Source: an optimization exercise on an open RTL-to-GDS flow (aim: small area, a short achievable clock period and few clock cycles per item). Production flows keep margins and buffers that such runs may drop. RTL that was checked went through simulation tests only; none was proved equivalent to the original. For runs 2 and 3, only the layout was checked, not whether the RTL still works.

## flow/design.v (module list and top-level ports; edited modules follow where they fit)
// module pipelined_alu: 1152 lines
module pipelined_alu #(
   parameter int WIDTH   = 32,
   parameter int LATENCY = 2,
   parameter int TAG_W   = 8
) (
   input  logic             clk,
   input  logic             reset,
   input  logic             in_valid,
   output logic             in_ready,
   input  logic [WIDTH-1:0] op_a,
   input  logic [WIDTH-1:0] op_b,
   input  logic [3:0]       opcode,
   input  logic [TAG_W-1:0] in_tag,
   output logic             out_valid,
   input  logic             out_ready,
   output logic [WIDTH-1:0] result,
   output logic [TAG_W-1:0] out_tag,
   output logic             flag_z,
   output logic             flag_c,
   output logic             flag_v,
   output logic             err,
   output logic             busy
);
  // ...
==> flow/flow/run.sh <==
#!/bin/bash
# The standard layout, with the ports buffered by buf_2 cells instead of the delay-type
# buffer that buffer_ports picks by default.
set -euo pipefail
bash standard.sh "BUFFER_PORTS_ARGS=-buffer_cell sky130_fd_sc_hd__buf_2" finish > standard_make.log 2>&1
==> flow/standard.sh <==
#!/bin/bash
# synth_recipe.tcl (not shown) runs the flow's synth.tcl, then flattens the netlist and writes it again
# the make line also repeats each setting of config.mk as NAME=value (left out here)
make -C /OpenROAD-flow-scripts/flow DESIGN_CONFIG=/design/flow/config.mk WORK_HOME=/design/flow/orfs CLKGATE_MAP_FILE= SYNTH_SCRIPT=/design/flow/synth_recipe.tcl "${@:-finish}"
==> flow/config.mk <==
export PLATFORM = sky130hd
export DESIGN_NAME = pipelined_alu
export DESIGN_NICKNAME = pipelined_alu
export VERILOG_FILES = /design/flow/design.v
export SDC_FILE = /design/flow/constraint.sdc
export NUM_CORES = 4
export LEC_CHECK = 0
export CAP_MARGIN = 20
export CORE_MARGIN = 2
export CORE_UTILIZATION = 40
export SETUP_SLACK_MARGIN = 4.5
export SLEW_MARGIN = 20
==> flow/constraint.sdc <==
create_clock -name core_clock -period 10.0 [get_ports {clk}]
set_input_delay 2.0000 -clock core_clock [delete_from_list [all_inputs] [get_ports {clk}]]
set_output_delay 2.0000 -clock core_clock [all_outputs]
set_load 0.01 [all_outputs]
==> summary.txt, run 1 <==
* Distinct cells, synth at 76
* Final hold vios at 0
* Total core area at roughly 54000 um2
* Clock transition at path regs at 70 ps
* WHS Path Cells at 0
* Largest cells by area after synthesis: edfxtp_1 (24%), fa_1 (17%), a22oi_1 (8.1%)
* Met3 Resource Use GR at 3.65%
* Worst Hold Path EP: s_g$_DFFE_PP_
* Worst R2R Start: bm[1]$_DFFE_PP_
* Layout Area Growth over Synthesis at 9.68%
* Clk latency of the worst-skew pair at 480 ps
* ClkCell Share at under 10%
* Post-synthesis share of cell area spent on xor and xnor gates at 12.9%
* Seq/Total Area, Yosys at about a quarter
* Crit-path cells: clkinv_1 > nor2_1 > and3_1 > a222oi_1 > o211ai_1 > or3_1 > buf_2
* CTS tree: built
* Post-DP HPWL at about 55000 um
* Seq area share at 22.0%
* Comb_multi_in at 1750
* Fin. max-slew vios at 0
* Post-Route M1 WL at a little over 30000 um
* Register area at between 5000 and 6000 um2
* Clkbuf count at 17
* Max Cap Viol at 0
* Routed wire length at ~77000 um
* Post-route ant nets at 0
* Status: timing/DRC/antenna clean
* Die Wd at 239 um
Testbench counts, summed over its fixed seeds: cycles 16,016, items 16,000.
==> run 2: changes to the inputs <==
--- a/flow/design.v
+++ b/flow/design.v
@@ -47,40 +47,59 @@
    logic [31:0] ma0, bm0, ohot;
    always_comb begin
       for (int i = 0; i < 32; i++) begin
          ma0[i]  = rsh ? op_a[31-i] : op_a[i];
          ohot[i] = op_b[4:0] == 5'(i);
       end
    end
    assign bm0 = ({32{is_mul}} & op_b) | ({32{is_sh}} & ohot) | ({32{use_ab0}} & (op_b ^ {32{sub_m}}));
-   logic [31:0] ma, bm;
+   logic [15:0] one0, two0, neg0;
+   always_comb begin
+      for (int j = 0; j < 16; j++) begin
+         logic b0, b1, b2;
+         b0 = (j == 0) ? 1'b0 : bm0[2*j-1];
+         b1 = bm0[2*j];
+         b2 = bm0[2*j+1];
+         one0[j] = b1 ^ b0;
+         two0[j] = (b2 & !b1 & !b0) | (!b2 & b1 & b0);
+         neg0[j] = b2;
+      end
+   end
+   logic [31:0] ma;
+   logic [15:0] d_one, d_two, d_neg;
    logic [4:0]  sh1;
    logic [7:0]  tag1;
    logic use_ab1, cin1, s_sum1, s_rev1, s_g1, s_p1, s_slt1, s_sltu1, s_fl1, fill1, e1;
    always_ff @(posedge clk) begin
       if (adv) begin
-         ma <= ma0; bm <= bm0; sh1 <= op_b[4:0]; tag1 <= in_tag;
+         ma <= ma0; d_one <= one0; d_two <= two0; d_neg <= neg0; sh1 <= op_b[4:0]; tag1 <= in_tag;
          use_ab1 <= use_ab0;
          cin1 <= sub_m;
          s_sum1 <= is_add | is_sub | is_mul | is_shl;
          s_rev1 <= rsh;
          s_g1 <= is_and | is_or;
          s_p1 <= is_or | is_xor;
          s_slt1 <= is_slt;
          s_sltu1 <= is_sltu;
          s_fl1 <= is_add | is_sub;
          fill1 <= is_sra & op_a[31];
          e1 <= is_ill;
       end
    end
-   wire [31:0] mb = bm;
-   wire bo0 = mb[0] ^ 1'b0;
-   wire bt0 = (mb[1] & ~mb[0] & ~1'b0) | (~mb[1] & mb[0] & 1'b0);
-   wire bn0 = mb[1] & ~(mb[0] & 1'b0);
+   logic [31:0] bm;
+   always_comb begin
+      for (int j = 0; j < 16; j++) begin
+         bm[2*j+1] = d_neg[j];
+         bm[2*j]   = d_one[j] ^ ((j == 0) ? 1'b0 : d_neg[j-1]);
+      end
+   end
+   wire bo0 = d_one[0];
+   wire bt0 = d_two[0];
+   wire bn0 = d_neg[0];
    wire pp0_0 = (bo0 & ma[0]) ^ bn0;
    wire pp0_1 = ((bo0 & ma[1]) | (bt0 & ma[0])) ^ bn0;
    wire pp0_2 = ((bo0 & ma[2]) | (bt0 & ma[1])) ^ bn0;
    wire pp0_3 = ((bo0 & ma[3]) | (bt0 & ma[2])) ^ bn0;
    wire pp0_4 = ((bo0 & ma[4]) | (bt0 & ma[3])) ^ bn0;
    wire pp0_5 = ((bo0 & ma[5]) | (bt0 & ma[4])) ^ bn0;
    wire pp0_6 = ((bo0 & ma[6]) | (bt0 & ma[5])) ^ bn0;
    wire pp0_7 = ((bo0 & ma[7]) | (bt0 & ma[6])) ^ bn0;
@@ -103,19 +122,19 @@
    wire pp0_24 = ((bo0 & ma[24]) | (bt0 & ma[23])) ^ bn0;
    wire pp0_25 = ((bo0 & ma[25]) | (bt0 & ma[24])) ^ bn0;
    wire pp0_26 = ((bo0 & ma[26]) | (bt0 & ma[25])) ^ bn0;
    wire pp0_27 = ((bo0 & ma[27]) | (bt0 & ma[26])) ^ bn0;
    wire pp0_28 = ((bo0 & ma[28]) | (bt0 & ma[27])) ^ bn0;
    wire pp0_29 = ((bo0 & ma[29]) | (bt0 & ma[28])) ^ bn0;
    wire pp0_30 = ((bo0 & ma[30]) | (bt0 & ma[29])) ^ bn0;
    wire pp0_31 = ((bo0 & ma[31]) | (bt0 & ma[30])) ^ bn0;
-   wire bo1 = mb[2] ^ mb[1];
-   wire bt1 = (mb[3] & ~mb[2] & ~mb[1]) | (~mb[3] & mb[2] & mb[1]);
-   wire bn1 = mb[3] & ~(mb[2] & mb[1]);
+   wire bo1 = d_one[1];
+   wire bt1 = d_two[1];
+   wire bn1 = d_neg[1];
    wire pp1_2 = (bo1 & ma[0]) ^ bn1;
    wire pp1_3 = ((bo1 & ma[1]) | (bt1 & ma[0])) ^ bn1;
    wire pp1_4 = ((bo1 & ma[2]) | (bt1 & ma[1])) ^ bn1;
    wire pp1_5 = ((bo1 & ma[3]) | (bt1 & ma[2])) ^ bn1;
    wire pp1_6 = ((bo1 & ma[4]) | (bt1 & ma[3])) ^ bn1;
    wire pp1_7 = ((bo1 & ma[5]) | (bt1 & ma[4])) ^ bn1;
    wire pp1_8 = ((bo1 & ma[6]) | (bt1 & ma[5])) ^ bn1;
    wire pp1_9 = ((bo1 & ma[7]) | (bt1 & ma[6])) ^ bn1;
@@ -136,19 +155,19 @@
    wire pp1_24 = ((bo1 & ma[22]) | (bt1 & ma[21])) ^ bn1;
    wire pp1_25 = ((bo1 & ma[23]) | (bt1 & ma[22])) ^ bn1;
    wire pp1_26 = ((bo1 & ma[24]) | (bt1 & ma[23])) ^ bn1;
    wire pp1_27 = ((bo1 & ma[25]) | (bt1 & ma[24])) ^ bn1;
    wire pp1_28 = ((bo1 & ma[26]) | (bt1 & ma[25])) ^ bn1;
    wire pp1_29 = ((bo1 & ma[27]) | (bt1 & ma[26])) ^ bn1;
    wire pp1_30 = ((bo1 & ma[28]) | (bt1 & ma[27])) ^ bn1;
    wire pp1_31 = ((bo1 & ma[29]) | (bt1 & ma[28])) ^ bn1;
-   wire bo2 = mb[4] ^ mb[3];
-   wire bt2 = (mb[5] & ~mb[4] & ~mb[3]) | (~mb[5] & mb[4] & mb[3]);
-   wire bn2 = mb[5] & ~(mb[4] & mb[3]);
+   wire bo2 = d_one[2];
+   wire bt2 = d_two[2];
+   wire bn2 = d_neg[2];
    wire pp2_4 = (bo2 & ma[0]) ^ bn2;
    wire pp2_5 = ((bo2 & ma[1]) | (bt2 & ma[0])) ^ bn2;
    wire pp2_6 = ((bo2 & ma[2]) | (bt2 & ma[1])) ^ bn2;
    wire pp2_7 = ((bo2 & ma[3]) | (bt2 & ma[2])) ^ bn2;
    wire pp2_8 = ((bo2 & ma[4]) | (bt2 & ma[3])) ^ bn2;
    wire pp2_9 = ((bo2 & ma[5]) | (bt2 & ma[4])) ^ bn2;
    wire pp2_10 = ((bo2 & ma[6]) | (bt2 & ma[5])) ^ bn2;
    wire pp2_11 = ((bo2 & ma[7]) | (bt2 & ma[6])) ^ bn2;
@@ -167,19 +186,19 @@
    wire pp2_24 = ((bo2 & ma[20]) | (bt2 & ma[19])) ^ bn2;
    wire pp2_25 = ((bo2 & ma[21]) | (bt2 & ma[20])) ^ bn2;
    wire pp2_26 = ((bo2 & ma[22]) | (bt2 & ma[21])) ^ bn2;
    wire pp2_27 = ((bo2 & ma[23]) | (bt2 & ma[22])) ^ bn2;
    wire pp2_28 = ((bo2 & ma[24]) | (bt2 & ma[23])) ^ bn2;
    wire pp2_29 = ((bo2 & ma[25]) | (bt2 & ma[24])) ^ bn2;
    wire pp2_30 = ((bo2 & ma[26]) | (bt2 & ma[25])) ^ bn2;
    wire pp2_31 = ((bo2 & ma[27]) | (bt2 & ma[26])) ^ bn2;
-   wire bo3 = mb[6] ^ mb[5];
-   wire bt3 = (mb[7] & ~mb[6] & ~mb[5]) | (~mb[7] & mb[6] & mb[5]);
-   wire bn3 = mb[7] & ~(mb[6] & mb[5]);
+   wire bo3 = d_one[3];
+   wire bt3 = d_two[3];
+   wire bn3 = d_neg[3];
    wire pp3_6 = (bo3 & ma[0]) ^ bn3;
    wire pp3_7 = ((bo3 & ma[1]) | (bt3 & ma[0])) ^ bn3;
    wire pp3_8 = ((bo3 & ma[2]) | (bt3 & ma[1])) ^ bn3;
    wire pp3_9 = ((bo3 & ma[3]) | (bt3 & ma[2])) ^ bn3;
    wire pp3_10 = ((bo3 & ma[4]) | (bt3 & ma[3])) ^ bn3;
    wire pp3_11 = ((bo3 & ma[5]) | (bt3 & ma[4])) ^ bn3;
    wire pp3_12 = ((bo3 & ma[6]) | (bt3 & ma[5])) ^ bn3;
    wire pp3_13 = ((bo3 & ma[7]) | (bt3 & ma[6])) ^ bn3;
@@ -196,19 +215,19 @@
    wire pp3_24 = ((bo3 & ma[18]) | (bt3 & ma[17])) ^ bn3;
    wire pp3_25 = ((bo3 & ma[19]) | (bt3 & ma[18])) ^ bn3;
    wire pp3_26 = ((bo3 & ma[20]) | (bt3 & ma[19])) ^ bn3;
    wire pp3_27 = ((bo3 & ma[21]) | (bt3 & ma[20])) ^ bn3;
    wire pp3_28 = ((bo3 & ma[22]) | (bt3 & ma[21])) ^ bn3;
    wire pp3_29 = ((bo3 & ma[23]) | (bt3 & ma[22])) ^ bn3;
    wire pp3_30 = ((bo3 & ma[24]) | (bt3 & ma[23])) ^ bn3;
    wire pp3_31 = ((bo3 & ma[25]) | (bt3 & ma[24])) ^ bn3;
-   wire bo4 = mb[8] ^ mb[7];
-   wire bt4 = (mb[9] & ~mb[8] & ~mb[7]) | (~mb[9] & mb[8] & mb[7]);
-   wire bn4 = mb[9] & ~(mb[8] & mb[7]);
+   wire bo4 = d_one[4];
+   wire bt4 = d_two[4];
+   wire bn4 = d_neg[4];
    wire pp4_8 = (bo4 & ma[0]) ^ bn4;
    wire pp4_9 = ((bo4 & ma[1]) | (bt4 & ma[0])) ^ bn4;
    wire pp4_10 = ((bo4 & ma[2]) | (bt4 & ma[1])) ^ bn4;
    wire pp4_11 = ((bo4 & ma[3]) | (bt4 & ma[2])) ^ bn4;
    wire pp4_12 = ((bo4 & ma[4]) | (bt4 & ma[3])) ^ bn4;
    wire pp4_13 = ((bo4 & ma[5]) | (bt4 & ma[4])) ^ bn4;
    wire pp4_14 = ((bo4 & ma[6]) | (bt4 & ma[5])) ^ bn4;
    wire pp4_15 = ((bo4 & ma[7]) | (bt4 & ma[6])) ^ bn4;
@@ -223,19 +242,19 @@
    wire pp4_24 = ((bo4 & ma[16]) | (bt4 & ma[15])) ^ bn4;
    wire pp4_25 = ((bo4 & ma[17]) | (bt4 & ma[16])) ^ bn4;
    wire pp4_26 = ((bo4 & ma[18]) | (bt4 & ma[17])) ^ bn4;
    wire pp4_27 = ((bo4 & ma[19]) | (bt4 & ma[18])) ^ bn4;
    wire pp4_28 = ((bo4 & ma[20]) | (bt4 & ma[19])) ^ bn4;
    wire pp4_29 = ((bo4 & ma[21]) | (bt4 & ma[20])) ^ bn4;
    wire pp4_30 = ((bo4 & ma[22]) | (bt4 & ma[21])) ^ bn4;
    wire pp4_31 = ((bo4 & ma[23]) | (bt4 & ma[22])) ^ bn4;
-   wire bo5 = mb[10] ^ mb[9];
-   wire bt5 = (mb[11] & ~mb[10] & ~mb[9]) | (~mb[11] & mb[10] & mb[9]);
-   wire bn5 = mb[11] & ~(mb[10] & mb[9]);
+   wire bo5 = d_one[5];
+   wire bt5 = d_two[5];
+   wire bn5 = d_neg[5];
    wire pp5_10 = (bo5 & ma[0]) ^ bn5;
    wire pp5_11 = ((bo5 & ma[1]) | (bt5 & ma[0])) ^ bn5;
    wire pp5_12 = ((bo5 & ma[2]) | (bt5 & ma[1])) ^ bn5;
    wire pp5_13 = ((bo5 & ma[3]) | (bt5 & ma[2])) ^ bn5;
    wire pp5_14 = ((bo5 & ma[4]) | (bt5 & ma[3])) ^ bn5;
    wire pp5_15 = ((bo5 & ma[5]) | (bt5 & ma[4])) ^ bn5;
    wire pp5_16 = ((bo5 & ma[6]) | (bt5 & ma[5])) ^ bn5;
    wire pp5_17 = ((bo5 & ma[7]) | (bt5 & ma[6])) ^ bn5;
@@ -248,19 +267,19 @@
    wire pp5_24 = ((bo5 & ma[14]) | (bt5 & ma[13])) ^ bn5;
    wire pp5_25 = ((bo5 & ma[15]) | (bt5 & ma[14])) ^ bn5;
    wire pp5_26 = ((bo5 & ma[16]) | (bt5 & ma[15])) ^ bn5;
    wire pp5_27 = ((bo5 & ma[17]) | (bt5 & ma[16])) ^ bn5;
    wire pp5_28 = ((bo5 & ma[18]) | (bt5 & ma[17])) ^ bn5;
    wire pp5_29 = ((bo5 & ma[19]) | (bt5 & ma[18])) ^ bn5;
    wire pp5_30 = ((bo5 & ma[20]) | (bt5 & ma[19])) ^ bn5;
    wire pp5_31 = ((bo5 & ma[21]) | (bt5 & ma[20])) ^ bn5;
-   wire bo6 = mb[12] ^ mb[11];
-   wire bt6 = (mb[13] & ~mb[12] & ~mb[11]) | (~mb[13] & mb[12] & mb[11]);
-   wire bn6 = mb[13] & ~(mb[12] & mb[11]);
+   wire bo6 = d_one[6];
+   wire bt6 = d_two[6];
+   wire bn6 = d_neg[6];
    wire pp6_12 = (bo6 & ma[0]) ^ bn6;
    wire pp6_13 = ((bo6 & ma[1]) | (bt6 & ma[0])) ^ bn6;
    wire pp6_14 = ((bo6 & ma[2]) | (bt6 & ma[1])) ^ bn6;
    wire pp6_15 = ((bo6 & ma[3]) | (bt6 & ma[2])) ^ bn6;
    wire pp6_16 = ((bo6 & ma[4]) | (bt6 & ma[3])) ^ bn6;
    wire pp6_17 = ((bo6 & ma[5]) | (bt6 & ma[4])) ^ bn6;
    wire pp6_18 = ((bo6 & ma[6]) | (bt6 & ma[5])) ^ bn6;
    wire pp6_19 = ((bo6 & ma[7]) | (bt6 & ma[6])) ^ bn6;
@@ -271,19 +290,19 @@
    wire pp6_24 = ((bo6 & ma[12]) | (bt6 & ma[11])) ^ bn6;
    wire pp6_25 = ((bo6 & ma[13]) | (bt6 & ma[12])) ^ bn6;
    wire pp6_26 = ((bo6 & ma[14]) | (bt6 & ma[13])) ^ bn6;
    wire pp6_27 = ((bo6 & ma[15]) | (bt6 & ma[14])) ^ bn6;
    wire pp6_28 = ((bo6 & ma[16]) | (bt6 & ma[15])) ^ bn6;
    wire pp6_29 = ((bo6 & ma[17]) | (bt6 & ma[16])) ^ bn6;
    wire pp6_30 = ((bo6 & ma[18]) | (bt6 & ma[17])) ^ bn6;
    wire pp6_31 = ((bo6 & ma[19]) | (bt6 & ma[18])) ^ bn6;
-   wire bo7 = mb[14] ^ mb[13];
-   wire bt7 = (mb[15] & ~mb[14] & ~mb[13]) | (~mb[15] & mb[14] & mb[13]);
-   wire bn7 = mb[15] & ~(mb[14] & mb[13]);
+   wire bo7 = d_one[7];
+   wire bt7 = d_two[7];
+   wire bn7 = d_neg[7];
    wire pp7_14 = (bo7 & ma[0]) ^ bn7;
    wire pp7_15 = ((bo7 & ma[1]) | (bt7 & ma[0])) ^ bn7;
    wire pp7_16 = ((bo7 & ma[2]) | (bt7 & ma[1])) ^ bn7;
    wire pp7_17 = ((bo7 & ma[3]) | (bt7 & ma[2])) ^ bn7;
    wire pp7_18 = ((bo7 & ma[4]) | (bt7 & ma[3])) ^ bn7;
    wire pp7_19 = ((bo7 & ma[5]) | (bt7 & ma[4])) ^ bn7;
    wire pp7_20 = ((bo7 & ma[6]) | (bt7 & ma[5])) ^ bn7;
    wire pp7_21 = ((bo7 & ma[7]) | (bt7 & ma[6])) ^ bn7;
@@ -292,110 +311,110 @@
    wire pp7_24 = ((bo7 & ma[10]) | (bt7 & ma[9])) ^ bn7;
    wire pp7_25 = ((bo7 & ma[11]) | (bt7 & ma[10])) ^ bn7;
    wire pp7_26 = ((bo7 & ma[12]) | (bt7 & ma[11])) ^ bn7;
    wire pp7_27 = ((bo7 & ma[13]) | (bt7 & ma[12])) ^ bn7;
    wire pp7_28 = ((bo7 & ma[14]) | (bt7 & ma[13])) ^ bn7;
    wire pp7_29 = ((bo7 & ma[15]) | (bt7 & ma[14])) ^ bn7;
    wire pp7_30 = ((bo7 & ma[16]) | (bt7 & ma[15])) ^ bn7;
    wire pp7_31 = ((bo7 & ma[17]) | (bt7 & ma[16])) ^ bn7;
-   wire bo8 = mb[16] ^ mb[15];
-   wire bt8 = (mb[17] & ~mb[16] & ~mb[15]) | (~mb[17] & mb[16] & mb[15]);
-   wire bn8 = mb[17] & ~(mb[16] & mb[15]);
+   wire bo8 = d_one[8];
+   wire bt8 = d_two[8];
+   wire bn8 = d_neg[8];
    wire pp8_16 = (bo8 & ma[0]) ^ bn8;
    wire pp8_17 = ((bo8 & ma[1]) | (bt8 & ma[0])) ^ bn8;
    wire pp8_18 = ((bo8 & ma[2]) | (bt8 & ma[1])) ^ bn8;
    wire pp8_19 = ((bo8 & ma[3]) | (bt8 & ma[2])) ^ bn8;
    wire pp8_20 = ((bo8 & ma[4]) | (bt8 & ma[3])) ^ bn8;
    wire pp8_21 = ((bo8 & ma[5]) | (bt8 & ma[4])) ^ bn8;
    wire pp8_22 = ((bo8 & ma[6]) | (bt8 & ma[5])) ^ bn8;
    wire pp8_23 = ((bo8 & ma[7]) | (bt8 & ma[6])) ^ bn8;
    wire pp8_24 = ((bo8 & ma[8]) | (bt8 & ma[7])) ^ bn8;
    wire pp8_25 = ((bo8 & ma[9]) | (bt8 & ma[8])) ^ bn8;
    wire pp8_26 = ((bo8 & ma[10]) | (bt8 & ma[9])) ^ bn8;
    wire pp8_27 = ((bo8 & ma[11]) | (bt8 & ma[10])) ^ bn8;
    wire pp8_28 = ((bo8 & ma[12]) | (bt8 & ma[11])) ^ bn8;
    wire pp8_29 = ((bo8 & ma[13]) | (bt8 & ma[12])) ^ bn8;
    wire pp8_30 = ((bo8 & ma[14]) | (bt8 & ma[13])) ^ bn8;
    wire pp8_31 = ((bo8 & ma[15]) | (bt8 & ma[14])) ^ bn8;
-   wire bo9 = mb[18] ^ mb[17];
-   wire bt9 = (mb[19] & ~mb[18] & ~mb[17]) | (~mb[19] & mb[18] & mb[17]);
-   wire bn9 = mb[19] & ~(mb[18] & mb[17]);
+   wire bo9 = d_one[9];
+   wire bt9 = d_two[9];
+   wire bn9 = d_neg[9];
    wire pp9_18 = (bo9 & ma[0]) ^ bn9;
    wire pp9_19 = ((bo9 & ma[1]) | (bt9 & ma[0])) ^ bn9;
    wire pp9_20 = ((bo9 & ma[2]) | (bt9 & ma[1])) ^ bn9;
    wire pp9_21 = ((bo9 & ma[3]) | (bt9 & ma[2])) ^ bn9;
    wire pp9_22 = ((bo9 & ma[4]) | (bt9 & ma[3])) ^ bn9;
    wire pp9_23 = ((bo9 & ma[5]) | (bt9 & ma[4])) ^ bn9;
    wire pp9_24 = ((bo9 & ma[6]) | (bt9 & ma[5])) ^ bn9;
    wire pp9_25 = ((bo9 & ma[7]) | (bt9 & ma[6])) ^ bn9;
    wire pp9_26 = ((bo9 & ma[8]) | (bt9 & ma[7])) ^ bn9;
    wire pp9_27 = ((bo9 & ma[9]) | (bt9 & ma[8])) ^ bn9;
    wire pp9_28 = ((bo9 & ma[10]) | (bt9 & ma[9])) ^ bn9;
    wire pp9_29 = ((bo9 & ma[11]) | (bt9 & ma[10])) ^ bn9;
    wire pp9_30 = ((bo9 & ma[12]) | (bt9 & ma[11])) ^ bn9;
    wire pp9_31 = ((bo9 & ma[13]) | (bt9 & ma[12])) ^ bn9;
-   wire bo10 = mb[20] ^ mb[19];
-   wire bt10 = (mb[21] & ~mb[20] & ~mb[19]) | (~mb[21] & mb[20] & mb[19]);
-   wire bn10 = mb[21] & ~(mb[20] & mb[19]);
+   wire bo10 = d_one[10];
+   wire bt10 = d_two[10];
+   wire bn10 = d_neg[10];
    wire pp10_20 = (bo10 & ma[0]) ^ bn10;
    wire pp10_21 = ((bo10 & ma[1]) | (bt10 & ma[0])) ^ bn10;
    wire pp10_22 = ((bo10 & ma[2]) | (bt10 & ma[1])) ^ bn10;
    wire pp10_23 = ((bo10 & ma[3]) | (bt10 & ma[2])) ^ bn10;
    wire pp10_24 = ((bo10 & ma[4]) | (bt10 & ma[3])) ^ bn10;
    wire pp10_25 = ((bo10 & ma[5]) | (bt10 & ma[4])) ^ bn10;
    wire pp10_26 = ((bo10 & ma[6]) | (bt10 & ma[5])) ^ bn10;
    wire pp10_27 = ((bo10 & ma[7]) | (bt10 & ma[6])) ^ bn10;
    wire pp10_28 = ((bo10 & ma[8]) | (bt10 & ma[7])) ^ bn10;
    wire pp10_29 = ((bo10 & ma[9]) | (bt10 & ma[8])) ^ bn10;
    wire pp10_30 = ((bo10 & ma[10]) | (bt10 & ma[9])) ^ bn10;
    wire pp10_31 = ((bo10 & ma[11]) | (bt10 & ma[10])) ^ bn10;
-   wire bo11 = mb[22] ^ mb[21];
-   wire bt11 = (mb[23] & ~mb[22] & ~mb[21]) | (~mb[23] & mb[22] & mb[21]);
-   wire bn11 = mb[23] & ~(mb[22] & mb[21]);
+   wire bo11 = d_one[11];
+   wire bt11 = d_two[11];
+   wire bn11 = d_neg[11];
    wire pp11_22 = (bo11 & ma[0]) ^ bn11;
    wire pp11_23 = ((bo11 & ma[1]) | (bt11 & ma[0])) ^ bn11;
    wire pp11_24 = ((bo11 & ma[2]) | (bt11 & ma[1])) ^ bn11;
    wire pp11_25 = ((bo11 & ma[3]) | (bt11 & ma[2])) ^ bn11;
    wire pp11_26 = ((bo11 & ma[4]) | (bt11 & ma[3])) ^ bn11;
    wire pp11_27 = ((bo11 & ma[5]) | (bt11 & ma[4])) ^ bn11;
    wire pp11_28 = ((bo11 & ma[6]) | (bt11 & ma[5])) ^ bn11;
    wire pp11_29 = ((bo11 & ma[7]) | (bt11 & ma[6])) ^ bn11;
    wire pp11_30 = ((bo11 & ma[8]) | (bt11 & ma[7])) ^ bn11;
    wire pp11_31 = ((bo11 & ma[9]) | (bt11 & ma[8])) ^ bn11;
-   wire bo12 = mb[24] ^ mb[23];
-   wire bt12 = (mb[25] & ~mb[24] & ~mb[23]) | (~mb[25] & mb[24] & mb[23]);
-   wire bn12 = mb[25] & ~(mb[24] & mb[23]);
+   wire bo12 = d_one[12];
+   wire bt12 = d_two[12];
+   wire bn12 = d_neg[12];
    wire pp12_24 = (bo12 & ma[0]) ^ bn12;
    wire pp12_25 = ((bo12 & ma[1]) | (bt12 & ma[0])) ^ bn12;
    wire pp12_26 = ((bo12 & ma[2]) | (bt12 & ma[1])) ^ bn12;
    wire pp12_27 = ((bo12 & ma[3]) | (bt12 & ma[2])) ^ bn12;
    wire pp12_28 = ((bo12 & ma[4]) | (bt12 & ma[3])) ^ bn12;
    wire pp12_29 = ((bo12 & ma[5]) | (bt12 & ma[4])) ^ bn12;
    wire pp12_30 = ((bo12 & ma[6]) | (bt12 & ma[5])) ^ bn12;
    wire pp12_31 = ((bo12 & ma[7]) | (bt12 & ma[6])) ^ bn12;
-   wire bo13 = mb[26] ^ mb[25];
-   wire bt13 = (mb[27] & ~mb[26] & ~mb[25]) | (~mb[27] & mb[26] & mb[25]);
-   wire bn13 = mb[27] & ~(mb[26] & mb[25]);
+   wire bo13 = d_one[13];
+   wire bt13 = d_two[13];
+   wire bn13 = d_neg[13];
    wire pp13_26 = (bo13 & ma[0]) ^ bn13;
    wire pp13_27 = ((bo13 & ma[1]) | (bt13 & ma[0])) ^ bn13;
    wire pp13_28 = ((bo13 & ma[2]) | (bt13 & ma[1])) ^ bn13;
    wire pp13_29 = ((bo13 & ma[3]) | (bt13 & ma[2])) ^ bn13;
    wire pp13_30 = ((bo13 & ma[4]) | (bt13 & ma[3])) ^ bn13;
    wire pp13_31 = ((bo13 & ma[5]) | (bt13 & ma[4])) ^ bn13;
-   wire bo14 = mb[28] ^ mb[27];
-   wire bt14 = (mb[29] & ~mb[28] & ~mb[27]) | (~mb[29] & mb[28] & mb[27]);
-   wire bn14 = mb[29] & ~(mb[28] & mb[27]);
+   wire bo14 = d_one[14];
+   wire bt14 = d_two[14];
+   wire bn14 = d_neg[14];
    wire pp14_28 = (bo14 & ma[0]) ^ bn14;
    wire pp14_29 = ((bo14 & ma[1]) | (bt14 & ma[0])) ^ bn14;
    wire pp14_30 = ((bo14 & ma[2]) | (bt14 & ma[1])) ^ bn14;
    wire pp14_31 = ((bo14 & ma[3]) | (bt14 & ma[2])) ^ bn14;
-   wire bo15 = mb[30] ^ mb[29];
-   wire bt15 = (mb[31] & ~mb[30] & ~mb[29]) | (~mb[31] & mb[30] & mb[29]);
-   wire bn15 = mb[31] & ~(mb[30] & mb[29]);
+   wire bo15 = d_one[15];
+   wire bt15 = d_two[15];
+   wire bn15 = d_neg[15];
    wire pp15_30 = (bo15 & ma[0]) ^ bn15;
    wire pp15_31 = ((bo15 & ma[1]) | (bt15 & ma[0])) ^ bn15;
    wire fa1_s = pp0_24 ^ pp1_24;
    wire fa1_c = pp0_24 & pp1_24;
    wire fa2_s = pp0_25 ^ pp1_25;
    wire fa2_c = pp0_25 & pp1_25;
    wire fa3_s = pp0_26 ^ pp1_26 ^ pp2_26;
    wire fa3_c = (pp0_26 & pp1_26) | (pp2_26 & (pp0_26 ^ pp1_26));
==> flow/run.sh (new file) <==
#!/bin/bash
# synth_recipe.tcl (not shown) runs the flow's synth.tcl, then flattens the netlist and writes it again
# the make line also repeats each setting of config.mk as NAME=value (left out here)
make -C /OpenROAD-flow-scripts/flow DESIGN_CONFIG=/design/flow/config.mk WORK_HOME=/design/flow/orfs CLKGATE_MAP_FILE= SYNTH_SCRIPT=/design/flow/synth_recipe.tcl finish
==> flow/config.mk (replaced) <==
export PLATFORM = sky130hd
export DESIGN_NAME = pipelined_alu
export DESIGN_NICKNAME = pipelined_alu
export VERILOG_FILES = /design/flow/design.v
export SDC_FILE = /design/flow/constraint.sdc
export NUM_CORES = 4
export LEC_CHECK = 0
export CAP_MARGIN = 20
export CORE_MARGIN = 2
export CORE_UTILIZATION = 40
export SETUP_SLACK_MARGIN = 5
export SLEW_MARGIN = 20
removed: flow/flow/run.sh
removed: flow/standard.sh
==> run 2 against run 1 <==
  * Final cell count up 3.5%
  * Clock-buffer cell count unchanged
  * Utilization up 2.4 points
  * Still clean
  * Register-to-register slack better by 440 ps
  * Critical endpoint is now result[0]
  * Worst setup slack better by 120 ps
  * Via count up 1.5%
  * Global-route usage down 0.84 points
  * First-iteration DRC count down 11%
  * Sequential cell count up 16
  * Highest routed layer is now met4
  * Synthesized cell count down 1.3%
  * Largest cell class unchanged
  * Design area up 9.4%
==> summary.txt, run 2 <==
* Status: timing/DRC/antenna clean
* Largest net degree at the start of global routing at 159
* Largest cells by area after synthesis: edfxtp_1 (25%), fa_1 (17%), xnor2_1 (12%)
* Mapped cell area at around 23000 um2
* Clock Sinks at 194
* Layout Area Growth over Synthesis at 16.7%
* Htree depth at 4
* Initial Util at between 40% and 50%
* Vias at roughly 19000
* Vias in the first global route at about 19000
* Crit-path cells: inv_2 > ha_4 > a21oi_4 > nand4b_1 > buf_6 > a211oi_4 > buf_6 > nor4_4 > buf_4 > o21ai_4 > a41oi_2 > a41o_1 > a221o_1 > buf_2
* Clk latency of the worst-skew pair at 480 ps (about the same)
* Post-route ant nets at 0 (unchanged)
* Critical Path Source Type: flop
* Grt total ovfl at 0
* CTS buffer count at 17
* Yosys warns at 1
* Drt wl/cell at about 24 um
* Full die area at between 50000 and 60000 um2
* First drt pass iteration count at 8
* Routed wire length at 78100 um (+1.4%)
* Cell repeated most along the worst path: buf_6
* Layout Nets at approximately 2800
* Number of synthesized flops with an enable pin at between 150 and 200
* Post-CTS Hold Buffers at 0
* Most frequent cell after synthesis: xnor2_1
* Crit path time final at 5370 ps
* Setup ws final at between 4000 and 5000 ps
* Finished Core Util at roughly 47%
* Commonest cells after routing, fill and taps aside: xnor2_1 (310), a22oi_1 (285), inv_1 (236)
* Residual DRC count at 0
* Die Wd at 242 um (+1.4%)
* Ys async rst share at 0%
* Final Non-Filler Cells at about 3200
* CP required at 8000 ps
* #FFs+latches synth at between 150 and 200
* Clock transition at path regs at 80 ps (about the same)
* Hold WS at 416 ps
* Top FF cell, synth: edfxtp_1
* All-Layer GR Usage at 26.2%
* Max frequency at 186 MHz
* Largest regs: ma: 32 flops, x: 32 flops, y: 32 flops
* Delay of the slowest critical-path stage at 430 ps
* Starting DRT DRC Count at roughly 1800
* Final GP Congestion at 0.938
* Setup WS pre-CTS at between 4000 and 5000 ps
* Site row count at 87
* Avg Cell Area, Syn at 9.64 um2
* CP Max Fanout at 3
* Slowest-stage cell, CP: edfxtp_1
* Total core area at 56200 um2 (+3.8%)
* Crit Path Category: flop to output pin
* # setup viols final at 0
* Final hold vios at 0 (unchanged)
* Distinct cells, synth at 88 (+16%)
* Cells after synthesis at between 2000 and 2500
* Critical Path AT at 3370 ps
* Most common cell after layout, fill and taps aside: xnor2_1
* Fin. max-slew vios at 0 (unchanged)
* Slew @ Worst Pin at around 1100 ps
* Max transition margin at 24.0%
* Mapped Nets at approximately 2700
* Fin Setup TNS at 0 ps
* Max Cap Viol at 0 (unchanged)
* Ports at approximately 130
* Largest area contributor in the netlist: edfxtp_1
* First-pass GRT wire length at 118000 um
* Dpl cells at 3063
* Vias per inst at approximately 5.9
* Seq/Total Area, Yosys at 25.6% (+1.5 points)
* Tcrit/Tclk final at between 50 and 60%
* Die height at between 200 and 250 um
* Share of post-route cells with drive strength above 1 at between 15 and 20%
* RSZ-0062 raised after global routing: yes
* Synth top area share at about a quarter
* I/O Buffers at between 100 and 150
* Filler cell count at around 5300
* CTS max path bufs at 2
* Post-synth top cells: xnor2_1 (316), a22oi_1 (290), inv_1 (242), edfxtp_1 (192), nand2_1 (191)
* Post-DP HPWL at 53300 um (-3.4%)
* Antenna violations before repair at 0
* Root Buffer: clkbuf_16
* Hold WC Path Type: flop to flop
* Clock skew at roughly 20 ps
* Crit. End Element: output pin
* CTS tree: built
run 2: metrics by stage:
step / instance area [um2]
floorplan: 22700
global placement: 24300
detailed placement: 24300
CTS: 25900
global route: 26400
finish: 26400
run 2: final cells by class:
| cell class | instances | area (um2) | area share, % |
|---|---|---|---|
| Inverter | 247 | 928 | 3.51 |
| Clock inverter | 15 | 215 | 0.814 |
| Sequential cell | 194 | 5810 | 22.0 |
| Antenna cell | 1 | 2.50 | 0.00947 |
| Clock buffer | 17 | 425 | 1.61 |
| Tap cell | 756 | 946 | 3.58 |
| Multi-Input combinational cell | 1692 | 15800 | 59.8 |
| Timing Repair Buffer | 268 | 2300 | 8.71 |
run 2: timing repair:
item / 4_1_cts / 5_1_grt
gates cloned: 1 / 0
gates resized for setup: 243 / 74
pin swaps: 69 / 47
setup buffers: 54 / 38
setup endpoints to repair: 37 / 42
run 2: logic make-up after synthesis:
logic type                 count (synthesis)  synth area share, %
xor gates and xnor gates                 387                 15.0
AOI/OAI and AO/OA                        585                 18.7
buffers and inverters                    464                 8.14
muxes                                     59                 2.85
adders and majority gates                280                 21.7
and+or+nand+nor                          380                 7.96
DFF                                      194                 25.6
run 2: critical path: cells and delay by family (launching register included):
family,cells,cell delay (ps)
and+or+nand+nor,2,220
buffers and inverters,5,670
DFF,1,430
AOI/OAI and AO/OA,6,1300
adders and majority gates,1,280
run 2: metal layers:
metal | vias to the layer above | share of wire [%] | track usage [%]
met3 | 202 | 8.6 | 5.20
met5 | - | 0 | 0
met4 | 0 | 3.8 | 11.1
li1 | 8231 | - | -
met1 | 9482 | 40 | 34.0
met2 | 1011 | 47 | 42.6
run 2: path summary, 6_finish.rpt:
kind / slack, ps / to / depth (start not counted) / startpoint
worst max-delay path: 4630 / result[0] / 14 / y[0]$_DFFE_PP_
worst max register to register: 5180 / x[29]$_DFFE_PP_ / 11 / ma[23]$_DFFE_PP_
worst min-delay path: 420 / sh[0]$_DFFE_PP_ / 0 / sh1[0]$_DFFE_PP_
worst min register to register: 420 / sh[0]$_DFFE_PP_ / 0 / sh1[0]$_DFFE_PP_
==> run 3: changes to the inputs <==
--- a/flow/config.mk
+++ b/flow/config.mk
@@ -8,5 +8,5 @@
 export CAP_MARGIN = 20
 export CORE_MARGIN = 2
 export CORE_UTILIZATION = 40
-export SETUP_SLACK_MARGIN = 5
+export SETUP_SLACK_MARGIN = 4.5
 export SLEW_MARGIN = 20
==> run 3 against run 2 <==
  * Area after synthesis is the same
  * Sequential share of layout area grew 0.40 points
  * Sequential cell count is the same
  * Final cell count shrank 1.2%
  * Maximum frequency shrank 3.5%
  * Hold slack lost 3.2 ps
  * Global-route usage shrank 0.26 points
==> summary.txt, run 3 <==
* Status: timing/DRC/antenna clean
* CTS buffer count at 17 (unchanged)
* RSZ-0062 raised after global routing: yes
* First-pass GRT wire length at 116000 um (-1.1%)
* CP Max Fanout at 3 (unchanged)
* Max Cap Viol at 0 (unchanged)
* Residual DRC count at 0 (unchanged)
* Fin Setup TNS at 0 ps (unchanged)
* Clock transition at path regs at 80 ps (about the same)
* Vias per inst at 5.96 (+0.38%)
* Crit path time final at 5570 ps (+195 ps)
* Die height at 242 um (unchanged)
* Die Wd at 242 um (unchanged)
* Commonest cells after routing, fill and taps aside: xnor2_1 (316), a22oi_1 (288), inv_1 (242)
* Crit Path Category: flop to output pin
* Filler cell count at 5363 (+0.85%)
* Routed wire length at 77200 um (-1.2%)
* Crit. End Element: output pin
* # setup viols final at 0 (unchanged)
* Hold WC Path Type: flop to flop
* Site row count at 87 (unchanged)
* Layout Area Growth over Synthesis at 14.6%
* Final GP Congestion at 0.938 (unchanged)
* Largest regs: ma: 32 flops, x: 32 flops, y: 32 flops
* Clock Sinks at 194 (unchanged)
* Antenna violations before repair at 0 (unchanged)
* Starting DRT DRC Count at 1813 (-1.4%)
* Critical Path Source Type: flop
* Htree depth at 4 (unchanged)
* Share of post-route cells with drive strength above 1 at 12.2% (-4.1 points)
* Layout Nets at 2744 (-1.3%)
* Largest net degree at the start of global routing at 159 (unchanged)
* Max transition margin at 16.1% (-7.9 points)
* Seq/Total Area, Yosys at 25.6% (unchanged)
* Full die area at 58500 um2 (unchanged)
* All-Layer GR Usage at 25.9% (-0.26 points)
* Mapped cell area at 22600 um2 (unchanged)
* Finished Core Util at 46.2% (-0.84 points)
* Yosys warns at 1 (unchanged)
* Largest cells by area after synthesis: edfxtp_1 (25%), fa_1 (17%), xnor2_1 (12%)
* Tcrit/Tclk final at 55.7% (+1.9 points)
* Distinct cells, synth at 88 (unchanged)
* Slew @ Worst Pin at 1260 ps (+119 ps)
* #FFs+latches synth at 194 (unchanged)
* Most common cell after layout, fill and taps aside: xnor2_1
* CP required at 8000 ps (about the same)
* Largest area contributor in the netlist: edfxtp_1
* Drt wl/cell at 24.5 um (about the same)
* Mapped Nets at 2709 (unchanged)
* Synth top area share at 25.5% (unchanged)
* CTS tree: built
* Total core area at 56200 um2 (unchanged)
* Avg Cell Area, Syn at 9.64 um2 (unchanged)
* Clk latency of the worst-skew pair at 480 ps (about the same)
* Ports at 127 (unchanged)
* Max frequency at 180 MHz (-3.5%)
* Setup WS pre-CTS at 4410 ps (unchanged)
* Top FF cell, synth: edfxtp_1
* Fin. max-slew vios at 0 (unchanged)
* Root Buffer: clkbuf_16
* Critical Path AT at 3570 ps (+200 ps)
* Most frequent cell after synthesis: xnor2_1
* Vias in the first global route at 18800 (-1.5%)
* Grt total ovfl at 0 (unchanged)
* I/O Buffers at 126 (unchanged)
* Initial Util at 40.3% (unchanged)
* First drt pass iteration count at 8 (unchanged)
* Post-DP HPWL at 53300 um (unchanged)
* Cells after synthesis at 2349 (unchanged)
* Post-route ant nets at 0 (unchanged)
* CTS max path bufs at 2 (unchanged)
* Ys async rst share at 0% (unchanged)
* Post-synth top cells: xnor2_1 (316), a22oi_1 (290), inv_1 (242), edfxtp_1 (192), nand2_1 (191)
* Final hold vios at 0 (unchanged)
* Vias at 18800 (-0.79%)
* Diode count at 0 (-1)
* Number of synthesized flops with an enable pin at 192 (unchanged)
* Clock skew at 20.7 ps (+0.426 ps)
* Setup ws final at 4430 ps (-195 ps)
run 3: final timing paths:
check / from / endpoint / slack, ps / depth (start not counted)
worst min-delay path: sh1[0]$_DFFE_PP_ / sh[0]$_DFFE_PP_ / 410 / 0
worst max register to register: d_two[7]$_DFFE_PP_ / x[31]$_DFFE_PP_ / 4870 / 14
worst max-delay path: y[0]$_DFFE_PP_ / result[21] / 4430 / 12
worst min register to register: sh1[0]$_DFFE_PP_ / sh[0]$_DFFE_PP_ / 410 / 0
run 3: cells by family after synthesis:
kind of cell	Yosys count	share of synthesized area [%]
mux	59	2.85
buf+inv	464	8.14
fa+ha+maj	280	21.7
xor+xnor	387	15.0
compound gates	585	18.7
flops	194	25.6
simple gates	380	7.96
run 3: layout make-up:
class,count,area (um2),area share (%)
timing repair buffer,232,2090,8.06
sequential,194,5810,22.4
tap,756,946,3.64
multi-input combinational,1692,15500,59.9
clock buffer,17,425,1.64
clock inverter,15,215,0.829
inverter,247,928,3.58
run 3: critical path, cell delays in order, from the launching register on:
cell	delay, ps
edfxtp_1	400
buf_4	160
fa_2	420
a211oi_4	240
o21ai_2	120
a21oi_4	250
o21ai_4	110
a21oi_2	180
a22oi_1	90
xor2_1	150
buf_4	160
a221o_1	330
clkdlybuf4s50_1	480
run 3: through the flow:
step / hold slack, ps / instance area [um2] / cells
2_1_floorplan: 400 / 22700 / 2349
3_3_place_gp: 402 / 24300 / 3062
3_5_place_dp: 405 / 24300 / 3063
4_1_cts: 413 / 25500 / 3122
5_1_grt: 422 / 26000 / 3153
6_report: 412 / 26000 / 3153
run 3: repair_timing:
item	CTS	global route
cloned	1	0
pin swaps	20	20
endpoints found under the setup margin	36	28
buffers inserted	26	29
endpoints found under the hold margin	0	0
resized for setup	81	63
hold buffers	0	0
run 3: per-layer routing:
layer  global-route usage [%]  vias to the layer above  wire length, um
met5                        0                        -                0
met2                     42.5                     1031            36500
met3                     4.65                      210             6250
met4                     10.6                        0             2970
li1                         -                     8156                -
met1                     33.8                     9380            31400

[what the ideal ports hide]
In the flow no input, the clock included, has a driving cell. The finished layouts below were timed again as built, in two steps.
Step 1, drivers: a clkbuf_16 drives clk and a buf_2 each remaining input, both assumed.
Step 2 times the ports against the registers' clock, not the clock port: input delays grow and output delays shrink by t, the midpoint of the rising clock arrivals with the driver on.
Slacks: no drivers / after step 1 / after step 2; pairs: no drivers / after step 1.
run | shift t [ns] | slack for setup (ns) | cell pins on the clock port's net
run 1 | 0.522 | 4.508 / 4.449 / 4.735 | 1
run 2 | 0.526 | 4.629 / 4.571 / 5.071 | 1
run 3 | 0.524 | 4.434 / 4.378 / 4.614 | 1
After both steps setup and hold are still met in every run listed.
